Source: an optimization exercise on an open RTL-to-GDS flow (aim: small area, a short achievable clock period and few clock cycles per item). Production flows keep margins and buffers that such runs may drop. In this exercise RTL edits were held to simulation tests only and were not proved equivalent to the original. Power is estimated from default activity; no workload was simulated.

## JK
==> flow/design.v <==
module edit_distance_best_match (
  input  logic        clk,
  input  logic        rst_n,
  input  logic        in_valid,
  output logic        in_ready,
  input  logic [1:0]  in_command,
  input  logic [7:0]  in_char,
  output logic        out_valid,
  input  logic        out_ready,
  output logic        out_found,
  output logic [11:0] out_index,
  input  logic        cfg_valid,
  output logic        cfg_ready,
  input  logic [6:0]  cfg_threshold
);
  localparam int R = 31;             
  localparam logic [1:0] C_QUERY = 2'd0;
  localparam logic [1:0] C_CHAR  = 2'd1;
  localparam logic [1:0] C_CLOSE = 2'd2;
  localparam logic [1:0] C_FIN   = 2'd3;
  logic         in_ready_r;
  logic         take, iq, ic, icl, ifin;
  assign in_ready  = in_ready_r;
  assign cfg_ready = 1'b1;
  assign take      = in_valid && in_ready_r;
  assign iq        = take && in_command == C_QUERY;
  assign ic        = take && in_command == C_CHAR;
  assign icl       = take && in_command == C_CLOSE;
  assign ifin      = take && in_command == C_FIN;
  logic [5:0]   qlen_r;              
  logic [7:0]   qstore_r [R];
  logic [R-1:0] qmask;
  logic [R-1:0] eq_r;
  logic         b_char, b_close, b_fin, restart;
  always_comb begin
    qmask = '0;
    for (int n = 1; n <= R + 1; n++) begin
      if (qlen_r == 6'(n)) begin
        for (int k = 0; k < R; k++) qmask[k] = (k >= R - n);
      end
    end
  end
  always_ff @(posedge clk) begin
    if (iq) begin
      for (int k = 0; k < R - 1; k++) qstore_r[k] <= qstore_r[k+1];
      qstore_r[R-1] <= in_char;
    end
  end
  always_ff @(posedge clk) begin
    for (int k = 0; k < R; k++) eq_r[k] <= (qstore_r[k] == in_char);
  end
  always_ff @(posedge clk) begin
    if (!rst_n) begin
      qlen_r  <= '0;
      b_char  <= 1'b0;
      b_close <= 1'b0;
      b_fin   <= 1'b0;
      restart <= 1'b1;
    end else begin
      b_char  <= ic;
      b_close <= icl;
      b_fin   <= ifin;
      restart <= iq || icl || ifin;
      if (iq && !qlen_r[5]) qlen_r <= qlen_r + 6'd1;
      else if (ifin) qlen_r <= '0;
    end
  end
  logic [R-1:0] pv_r, mv_r;
  logic         sp_r, sm_r;          
  logic [4:0]   score_r;             
  logic [4:0]   pos_r;
  logic         tl_r;                
  logic [5:0]   best_r;              
  logic [11:0]  bidx_r;
  logic [12:0]  wcnt_r;
  logic [5:0]   thr_r, cfgd_r;
  logic         cfgv_r;
  logic [R-1:0] c, xh, xv, ph, mh, phs, mhs;
  logic [4:0]   score_eff;
  logic         lt0, ltp, ltm, closer;
  logic         found;
  always_comb begin
    logic [R-1:0] gg, pp, gn, pn;
    gg = eq_r & pv_r;
    pp = pv_r;
    for (int d = 1; d < R; d = d * 2) begin
      gn = gg;
      pn = pp;
      for (int k = 0; k < R; k++) begin
        if ((k & d) != 0) begin
          gn[k] = gg[k] | (pp[k] & gg[(k & ~(d - 1)) - 1]);
          pn[k] = pp[k] & pp[(k & ~(d - 1)) - 1];
        end
      end
      gg = gn;
      pp = pn;
    end
    c = {gg[R-2:0], 1'b0};
  end
  assign xh  = eq_r | c;
  assign xv  = eq_r | mv_r;
  assign ph  = mv_r | ~(xh | pv_r);
  assign mh  = pv_r & xh;
  assign phs = {ph[R-2:0], 1'b1};
  assign mhs = {mh[R-2:0], 1'b0};
  assign score_eff = score_r + 5'(sp_r) - 5'(sm_r);
  assign lt0    = {1'b0, score_r} < best_r;
  assign ltp    = ({1'b0, score_r} + 6'd1) < best_r;
  assign ltm    = {1'b0, score_r} <= best_r;
  assign closer = !tl_r && !qlen_r[5] && (sp_r ? ltp : (sm_r ? ltm : lt0));
  assign found     = (wcnt_r != '0) && (best_r[5] ? thr_r[5] : (best_r[4:0] <= thr_r[4:0]));
  always_ff @(posedge clk) begin
    if (restart) begin
      pv_r <= qmask;
      mv_r <= ~qmask;
    end else if (b_char) begin
      pv_r <= mhs | ~(xv | phs);
      mv_r <= phs & xv;
    end
  end
  always_ff @(posedge clk) begin
    if (!rst_n) begin
      sp_r    <= 1'b0;
      sm_r    <= 1'b0;
      score_r <= '0;
      pos_r   <= '0;
      tl_r    <= 1'b0;
      best_r  <= 6'd32;
      bidx_r  <= '0;
      wcnt_r  <= '0;
    end else begin
      sp_r    <= b_char && ph[R-1];
      sm_r    <= b_char && mh[R-1];
      score_r <= restart ? qlen_r[4:0] : score_eff;
      if (restart) begin
        pos_r <= '0;
        tl_r  <= 1'b0;
      end else if (b_char && !tl_r) begin
        if (pos_r == 5'd31) tl_r <= 1'b1;
        else pos_r <= pos_r + 5'd1;
      end
      if (b_close && !wcnt_r[12]) begin
        if (closer) begin
          best_r <= {1'b0, score_eff};
          bidx_r <= wcnt_r[11:0];
        end
        wcnt_r <= wcnt_r + 13'd1;
      end
      if (b_fin) begin
        best_r <= 6'd32;
        bidx_r <= '0;
        wcnt_r <= '0;
      end
    end
  end
  always_ff @(posedge clk) begin
    if (!rst_n) begin
      cfgv_r <= 1'b0;
      thr_r  <= 6'd2;
    end else begin
      cfgv_r <= cfg_valid;
      if (cfgv_r) thr_r <= cfgd_r;
    end
  end
  always_ff @(posedge clk) begin
    cfgd_r <= {cfg_threshold[6], (cfg_threshold[6] || cfg_threshold[5]) ? 5'd31 : cfg_threshold[4:0]};
  end
  logic [1:0]  cnt_r;                
  logic        ov_r, of_r, sv_r, sf_r;
  logic [11:0] oi_r, si_r;
  logic        fin_take, out_take;
  assign fin_take = take && in_command == C_FIN;
  assign out_take = ov_r && out_ready;
  always_ff @(posedge clk) begin
    if (!rst_n) begin
      cnt_r      <= '0;
      in_ready_r <= 1'b1;
      ov_r       <= 1'b0;
      sv_r       <= 1'b0;
    end else begin
      cnt_r      <= cnt_r + 2'(fin_take) - 2'(out_take);
      in_ready_r <= out_take || !(cnt_r[1] || (cnt_r[0] && fin_take));
      if (!ov_r || out_ready) begin
        ov_r <= sv_r || b_fin;
        sv_r <= sv_r && b_fin;
      end else if (b_fin) begin
        sv_r <= 1'b1;
      end
    end
  end
  always_ff @(posedge clk) begin
    if (!ov_r || out_ready) begin
      if (sv_r) begin
        of_r <= sf_r;
        oi_r <= si_r;
      end else begin
        of_r <= found;
        oi_r <= found ? bidx_r : '0;
      end
    end
    if (b_fin) begin
      sf_r <= found;
      si_r <= found ? bidx_r : '0;
    end
  end
  assign out_valid = ov_r;
  assign out_found = of_r;
  assign out_index = oi_r;
endmodule
clock: 10.0 ns
lec_check: 0
cap_margin: 20
core_margin: 2
core_utilization: 65
cts_buf_list: sky130_fd_sc_hd__clkbuf_8
cts_cluster_diameter: 60
cts_cluster_size: 18
slew_margin: 20
standard.sh (not shown) runs the stock make flow with config.mk's settings and CLKGATE_MAP_FILE= SYNTH_SCRIPT=/design/flow/synth_recipe.tcl, a recipe that flattens the netlist after the stock synthesis.
==> flow/flow/run.sh <==
#!/bin/bash
bash standard.sh SETUP_SLACK_MARGIN=7.0 "BUFFER_PORTS_ARGS=-buffer_cell sky130_fd_sc_hd__buf_2" finish > standard.log 2>&1
Testbench counts of JK, summed over its fixed seeds: cycles 32,566, items 32,550.
Modified inputs, MS compared to JK
--- a/flow/design.v
+++ b/flow/design.v
@@ -78,5 +78,5 @@
   logic [R-1:0] c, xh, xv, ph, mh, phs, mhs;
   logic [4:0]   score_eff;
-  logic         lt0, ltp, ltm, closer;
+  logic         closer;
   logic         found;
   always_comb begin
@@ -105,8 +105,5 @@
   assign mhs = {mh[R-2:0], 1'b0};
   assign score_eff = score_r + 5'(sp_r) - 5'(sm_r);
-  assign lt0    = {1'b0, score_r} < best_r;
-  assign ltp    = ({1'b0, score_r} + 6'd1) < best_r;
-  assign ltm    = {1'b0, score_r} <= best_r;
-  assign closer = !tl_r && !qlen_r[5] && (sp_r ? ltp : (sm_r ? ltm : lt0));
+  assign closer = !tl_r && !qlen_r[5] && ({1'b0, score_eff} < best_r);
   assign found     = (wcnt_r != '0) && (best_r[5] ? thr_r[5] : (best_r[4:0] <= thr_r[4:0]));
   always_ff @(posedge clk) begin
@@ -120,24 +117,21 @@
   end
   always_ff @(posedge clk) begin
-    if (!rst_n) begin
-      sp_r    <= 1'b0;
-      sm_r    <= 1'b0;
-      score_r <= '0;
-      pos_r   <= '0;
-      tl_r    <= 1'b0;
+    sp_r    <= b_char && ph[R-1];
+    sm_r    <= b_char && mh[R-1];
+    score_r <= restart ? qlen_r[4:0] : score_eff;
+    if (restart) begin
+      pos_r <= '0;
+      tl_r  <= 1'b0;
+    end else if (b_char && !tl_r) begin
+      if (pos_r == 5'd31) tl_r <= 1'b1;
+      else pos_r <= pos_r + 5'd1;
+    end
+  end
+  always_ff @(posedge clk) begin
+    if (!rst_n) begin
       best_r  <= 6'd32;
       bidx_r  <= '0;
       wcnt_r  <= '0;
     end else begin
-      sp_r    <= b_char && ph[R-1];
-      sm_r    <= b_char && mh[R-1];
-      score_r <= restart ? qlen_r[4:0] : score_eff;
-      if (restart) begin
-        pos_r <= '0;
-        tl_r  <= 1'b0;
-      end else if (b_char && !tl_r) begin
-        if (pos_r == 5'd31) tl_r <= 1'b1;
-        else pos_r <= pos_r + 5'd1;
-      end
       if (b_close && !wcnt_r[12]) begin
         if (closer) begin
==> notes.md <==
- Summary of MS over JK: initial core utilization saw an increase, instance count along the most critical hold path saw little to no change, met3 track utilization from global routing saw an increase.
- Combinational power (MS vs. JK) increases by more than 10%
- MS vs. JK: register share of the cell area went up by 0.20 points, HPWL after detailed placement went down by 870 um.
- ~same setup skew after layout in MS and JK
- For count of plain and timing-repair buffers in the layout, dividing the value from JK by the value from MS gives 0.75.
- Re static leakage: MS is 0.098 nW down on JK.
- MS reports a lower number of well-tap cells placed than JK does.
- Looking at number of clock buffer instances in the layout, MS sits 2.8% lower than JK does.
- MS reports a lower core area than JK does.
- Fmax of MS exceeds that of JK slightly.
Testbench counts of MS, summed over its fixed seeds: cycles 32,566, items 32,550.

## the reference run
Another version of the RTL of edit_distance_best_match (not shown whole).
For scale: ~1500 cells after synthesis, ~420 flip-flops, ~38 I/O pins.
==> module edit_distance_best_match, before the edit <==
module edit_distance_best_match (
  input  logic        clk,
  input  logic        rst_n,
  input  logic        in_valid,
  output logic        in_ready,
  input  logic [1:0]  in_command,
  input  logic [7:0]  in_char,
  output logic        out_valid,
  input  logic        out_ready,
  output logic        out_found,
  output logic [11:0] out_index,
  input  logic        cfg_valid,
  output logic        cfg_ready,
  input  logic [6:0]  cfg_threshold
);
  localparam int R = 31;             
  localparam logic [1:0] C_QUERY = 2'd0;
  localparam logic [1:0] C_CHAR  = 2'd1;
  localparam logic [1:0] C_CLOSE = 2'd2;
  localparam logic [1:0] C_FIN   = 2'd3;
  logic         in_ready_r;
  logic         take, iq, ic, icl, ifin;
  assign in_ready  = in_ready_r;
  assign cfg_ready = 1'b1;
  assign take      = in_valid && in_ready_r;
  assign iq        = take && in_command == C_QUERY;
  assign ic        = take && in_command == C_CHAR;
  assign icl       = take && in_command == C_CLOSE;
  assign ifin      = take && in_command == C_FIN;
  logic [5:0]   qlen_r;              
  logic [7:0]   qstore_r [R];
  logic [R-1:0] qmask;
  logic [R-1:0] eq_r;
  logic         b_char, b_close, b_fin, restart;
  always_comb begin
    qmask = '0;
    for (int n = 1; n <= R + 1; n++) begin
      if (qlen_r == 6'(n)) begin
        for (int k = 0; k < R; k++) qmask[k] = (k >= R - n);
      end
    end
  end
  always_ff @(posedge clk) begin
    if (iq) begin
      for (int k = 0; k < R - 1; k++) qstore_r[k] <= qstore_r[k+1];
      qstore_r[R-1] <= in_char;
    end
  end
  always_ff @(posedge clk) begin
    for (int k = 0; k < R; k++) eq_r[k] <= (qstore_r[k] == in_char);
  end
  always_ff @(posedge clk) begin
    if (!rst_n) begin
      qlen_r  <= '0;
      b_char  <= 1'b0;
      b_close <= 1'b0;
      b_fin   <= 1'b0;
      restart <= 1'b1;
    end else begin
      b_char  <= ic;
      b_close <= icl;
      b_fin   <= ifin;
      restart <= iq || icl || ifin;
      if (iq && !qlen_r[5]) qlen_r <= qlen_r + 6'd1;
      else if (ifin) qlen_r <= '0;
    end
  end
  logic [R-1:0] pv_r, mv_r;
  logic         sp_r, sm_r;          
  logic [4:0]   score_r;             
  logic [4:0]   pos_r;
  logic         tl_r;                
  logic [5:0]   best_r;              
  logic [11:0]  bidx_r;
  logic [12:0]  wcnt_r;
  logic [5:0]   thr_r, cfgd_r;
  logic         cfgv_r;
  logic [R-1:0] c, xh, xv, ph, mh, phs, mhs;
  logic [4:0]   score_eff;
  logic         closer;
  logic         found;
  always_comb begin
    logic [R-1:0] gg, pp, gn, pn;
    gg = eq_r & pv_r;
    pp = pv_r;
    for (int d = 1; d < R; d = d * 2) begin
      gn = gg;
      pn = pp;
      for (int k = 0; k < R; k++) begin
        if ((k & d) != 0) begin
          gn[k] = gg[k] | (pp[k] & gg[(k & ~(d - 1)) - 1]);
          pn[k] = pp[k] & pp[(k & ~(d - 1)) - 1];
        end
      end
      gg = gn;
      pp = pn;
    end
    c = {gg[R-2:0], 1'b0};
  end
  assign xh  = eq_r | c;
  assign xv  = eq_r | mv_r;
  assign ph  = mv_r | ~(xh | pv_r);
  assign mh  = pv_r & xh;
  assign phs = {ph[R-2:0], 1'b1};
  assign mhs = {mh[R-2:0], 1'b0};
  assign score_eff = score_r + 5'(sp_r) - 5'(sm_r);
  assign closer = !tl_r && !qlen_r[5] && ({1'b0, score_eff} < best_r);
  assign found     = (wcnt_r != '0) && (best_r[5] ? thr_r[5] : (best_r[4:0] <= thr_r[4:0]));
  always_ff @(posedge clk) begin
    if (restart) begin
      pv_r <= qmask;
      mv_r <= ~qmask;
    end else if (b_char) begin
      pv_r <= mhs | ~(xv | phs);
      mv_r <= phs & xv;
    end
  end
  always_ff @(posedge clk) begin
    sp_r    <= b_char && ph[R-1];
    sm_r    <= b_char && mh[R-1];
    score_r <= restart ? qlen_r[4:0] : score_eff;
    if (restart) begin
      pos_r <= '0;
      tl_r  <= 1'b0;
    end else if (b_char && !tl_r) begin
      if (pos_r == 5'd31) tl_r <= 1'b1;
      else pos_r <= pos_r + 5'd1;
    end
  end
  always_ff @(posedge clk) begin
    if (!rst_n) begin
      best_r  <= 6'd32;
      bidx_r  <= '0;
      wcnt_r  <= '0;
    end else begin
      if (b_close && !wcnt_r[12]) begin
        if (closer) begin
          best_r <= {1'b0, score_eff};
          bidx_r <= wcnt_r[11:0];
        end
        wcnt_r <= wcnt_r + 13'd1;
      end
      if (b_fin) begin
        best_r <= 6'd32;
        bidx_r <= '0;
        wcnt_r <= '0;
      end
    end
  end
  always_ff @(posedge clk) begin
    if (!rst_n) begin
      cfgv_r <= 1'b0;
      thr_r  <= 6'd2;
    end else begin
      cfgv_r <= cfg_valid;
      if (cfgv_r) thr_r <= cfgd_r;
    end
  end
  always_ff @(posedge clk) begin
    cfgd_r <= {cfg_threshold[6], (cfg_threshold[6] || cfg_threshold[5]) ? 5'd31 : cfg_threshold[4:0]};
  end
  logic        ov_r, of_r;
  logic [11:0] oi_r;
  logic        fin_take, ov_nxt;
  assign fin_take = take && in_command == C_FIN;
  assign ov_nxt   = b_fin || (ov_r && !out_ready);
  always_ff @(posedge clk) begin
    if (!rst_n) begin
      in_ready_r <= 1'b1;
      ov_r       <= 1'b0;
    end else begin
      in_ready_r <= !fin_take && !ov_nxt;
      ov_r       <= ov_nxt;
    end
  end
  always_ff @(posedge clk) begin
    if (b_fin) begin
      of_r <= found;
      oi_r <= found ? bidx_r : '0;
    end
  end
  assign out_valid = ov_r;
  assign out_found = of_r;
  assign out_index = oi_r;
endmodule
==> flow/config.mk <==
export PLATFORM = sky130hd
export DESIGN_NAME = edit_distance_best_match
export DESIGN_NICKNAME = edit_distance_best_match
export VERILOG_FILES = /design/flow/design.v
export SDC_FILE = /design/flow/constraint.sdc
export NUM_CORES = 4
export LEC_CHECK = 0
export CAP_MARGIN = 20
export CORE_MARGIN = 2
export CORE_UTILIZATION = 65
export CTS_BUF_LIST = sky130_fd_sc_hd__clkbuf_16
export CTS_CLUSTER_DIAMETER = 80
export CTS_CLUSTER_SIZE = 30
export SLEW_MARGIN = 20
==> flow/constraint.sdc <==
create_clock -name core_clock -period 10.0 [get_ports {clk}]
set_input_delay 2.0000 -clock core_clock [delete_from_list [all_inputs] [get_ports {clk}]]
set_output_delay 2.0000 -clock core_clock [all_outputs]
set_load 0.01 [all_outputs]
Scripts as last shown in full above: flow/flow/run.sh
Testbench counts of the reference run, summed over its fixed seeds: cycles 33,216, items 32,550.
What the trial run does differently from the reference run at the input level:
--- a/flow/design.v
+++ b/flow/design.v
@@ -22,5 +22,5 @@
   logic         take, iq, ic, icl, ifin;
   assign in_ready  = in_ready_r;
-  assign cfg_ready = 1'b1;
+  assign cfg_ready = in_ready_r;
   assign take      = in_valid && in_ready_r;
   assign iq        = take && in_command == C_QUERY;
@@ -76,4 +76,5 @@
   logic [5:0]   thr_r, cfgd_r;
   logic         cfgv_r;
+  logic         pend_r, deliver, pend_nxt;
   logic [R-1:0] c, xh, xv, ph, mh, phs, mhs;
   logic [4:0]   score_eff;
@@ -141,5 +142,5 @@
         wcnt_r <= wcnt_r + 13'd1;
       end
-      if (b_fin) begin
+      if (deliver) begin
         best_r <= 6'd32;
         bidx_r <= '0;
@@ -152,11 +153,13 @@
       cfgv_r <= 1'b0;
       thr_r  <= 6'd2;
-    end else begin
-      cfgv_r <= cfg_valid;
+    end else if (!pend_nxt) begin
+      cfgv_r <= cfg_valid && cfg_ready;
       if (cfgv_r) thr_r <= cfgd_r;
     end
   end
   always_ff @(posedge clk) begin
-    cfgd_r <= {cfg_threshold[6], (cfg_threshold[6] || cfg_threshold[5]) ? 5'd31 : cfg_threshold[4:0]};
+    if (!pend_nxt) begin
+      cfgd_r <= {cfg_threshold[6], (cfg_threshold[6] || cfg_threshold[5]) ? 5'd31 : cfg_threshold[4:0]};
+    end
   end
   logic        ov_r, of_r;
@@ -164,16 +167,20 @@
   logic        fin_take, ov_nxt;
   assign fin_take = take && in_command == C_FIN;
-  assign ov_nxt   = b_fin || (ov_r && !out_ready);
+  assign deliver  = (b_fin || pend_r) && (!ov_r || out_ready);
+  assign pend_nxt = (b_fin || pend_r) && ov_r && !out_ready;
+  assign ov_nxt   = deliver || (ov_r && !out_ready);
   always_ff @(posedge clk) begin
     if (!rst_n) begin
       in_ready_r <= 1'b1;
       ov_r       <= 1'b0;
+      pend_r     <= 1'b0;
     end else begin
-      in_ready_r <= !fin_take && !ov_nxt;
+      in_ready_r <= !((fin_take && ov_nxt) || pend_nxt);
       ov_r       <= ov_nxt;
+      pend_r     <= pend_nxt;
     end
   end
   always_ff @(posedge clk) begin
-    if (b_fin) begin
+    if (deliver) begin
       of_r <= found;
       oi_r <= found ? bidx_r : '0;
### Flow results
- [the trial run] mux share of post-synthesis cell area fell 0.32 points relative to the reference run
- The number of clock sinks seen by CTS on the reference run is in line with that on the trial run.
- Against the reference run, via count in the trial run fell by a few percent.
- Summary: DRC violation total after the first TritonRoute iteration, the trial run better than the reference run
- Comparing the reference run and the trial run, the lower cell area is on the trial run.
- Looking at clock distribution area overhead in the final layout, the trial run sits below the reference run.
Testbench counts of the trial run, summed over its fixed seeds: cycles 32,566, items 32,550.

afterwards: timing with drivers on the ports:
The results above use ideal ports. As a check the final layouts listed here were re-extracted and re-timed, cells and wires unchanged.
Step 1 sets driving cells, clkbuf_16 on the clock port and buf_2 on the other inputs (assumed; they add their load-dependent delay and slew).
Step 2 adds t to the input delays and takes it off the output delays; t is the mean of the earliest and latest rising clock arrival at the registers after step 1. Input paths then give back, and output paths get back, about the clock's delay inside the block.
Slacks: ideal / step 1 / step 2; pairs: ideal / step 1.
| run | t, ns | setup WS [ns] | worst setup path after step 2 | clock arrival spread, ns | pins driven straight from the clock port |
|---|---|---|---|---|---|
| JK | 0.606 | 6.900 / 6.853 / 6.474 | input to register | 0.038 / 0.038 | 1 |
| MS | 0.601 | 6.918 / 6.871 / 6.464 | input to register | 0.038 / 0.038 | 1 |
| the reference run | 0.581 | 6.931 / 6.881 / 6.536 | input to register | 0.023 / 0.023 | 1 |
| the trial run | 0.580 | 6.924 / 6.872 / 6.506 | input to register | 0.031 / 0.030 | 1 |
After both steps setup and hold are still met in every run listed. The setup slack of MS, which loses most, moves by -0.047 ns with the drivers and by -0.454 ns with both steps.
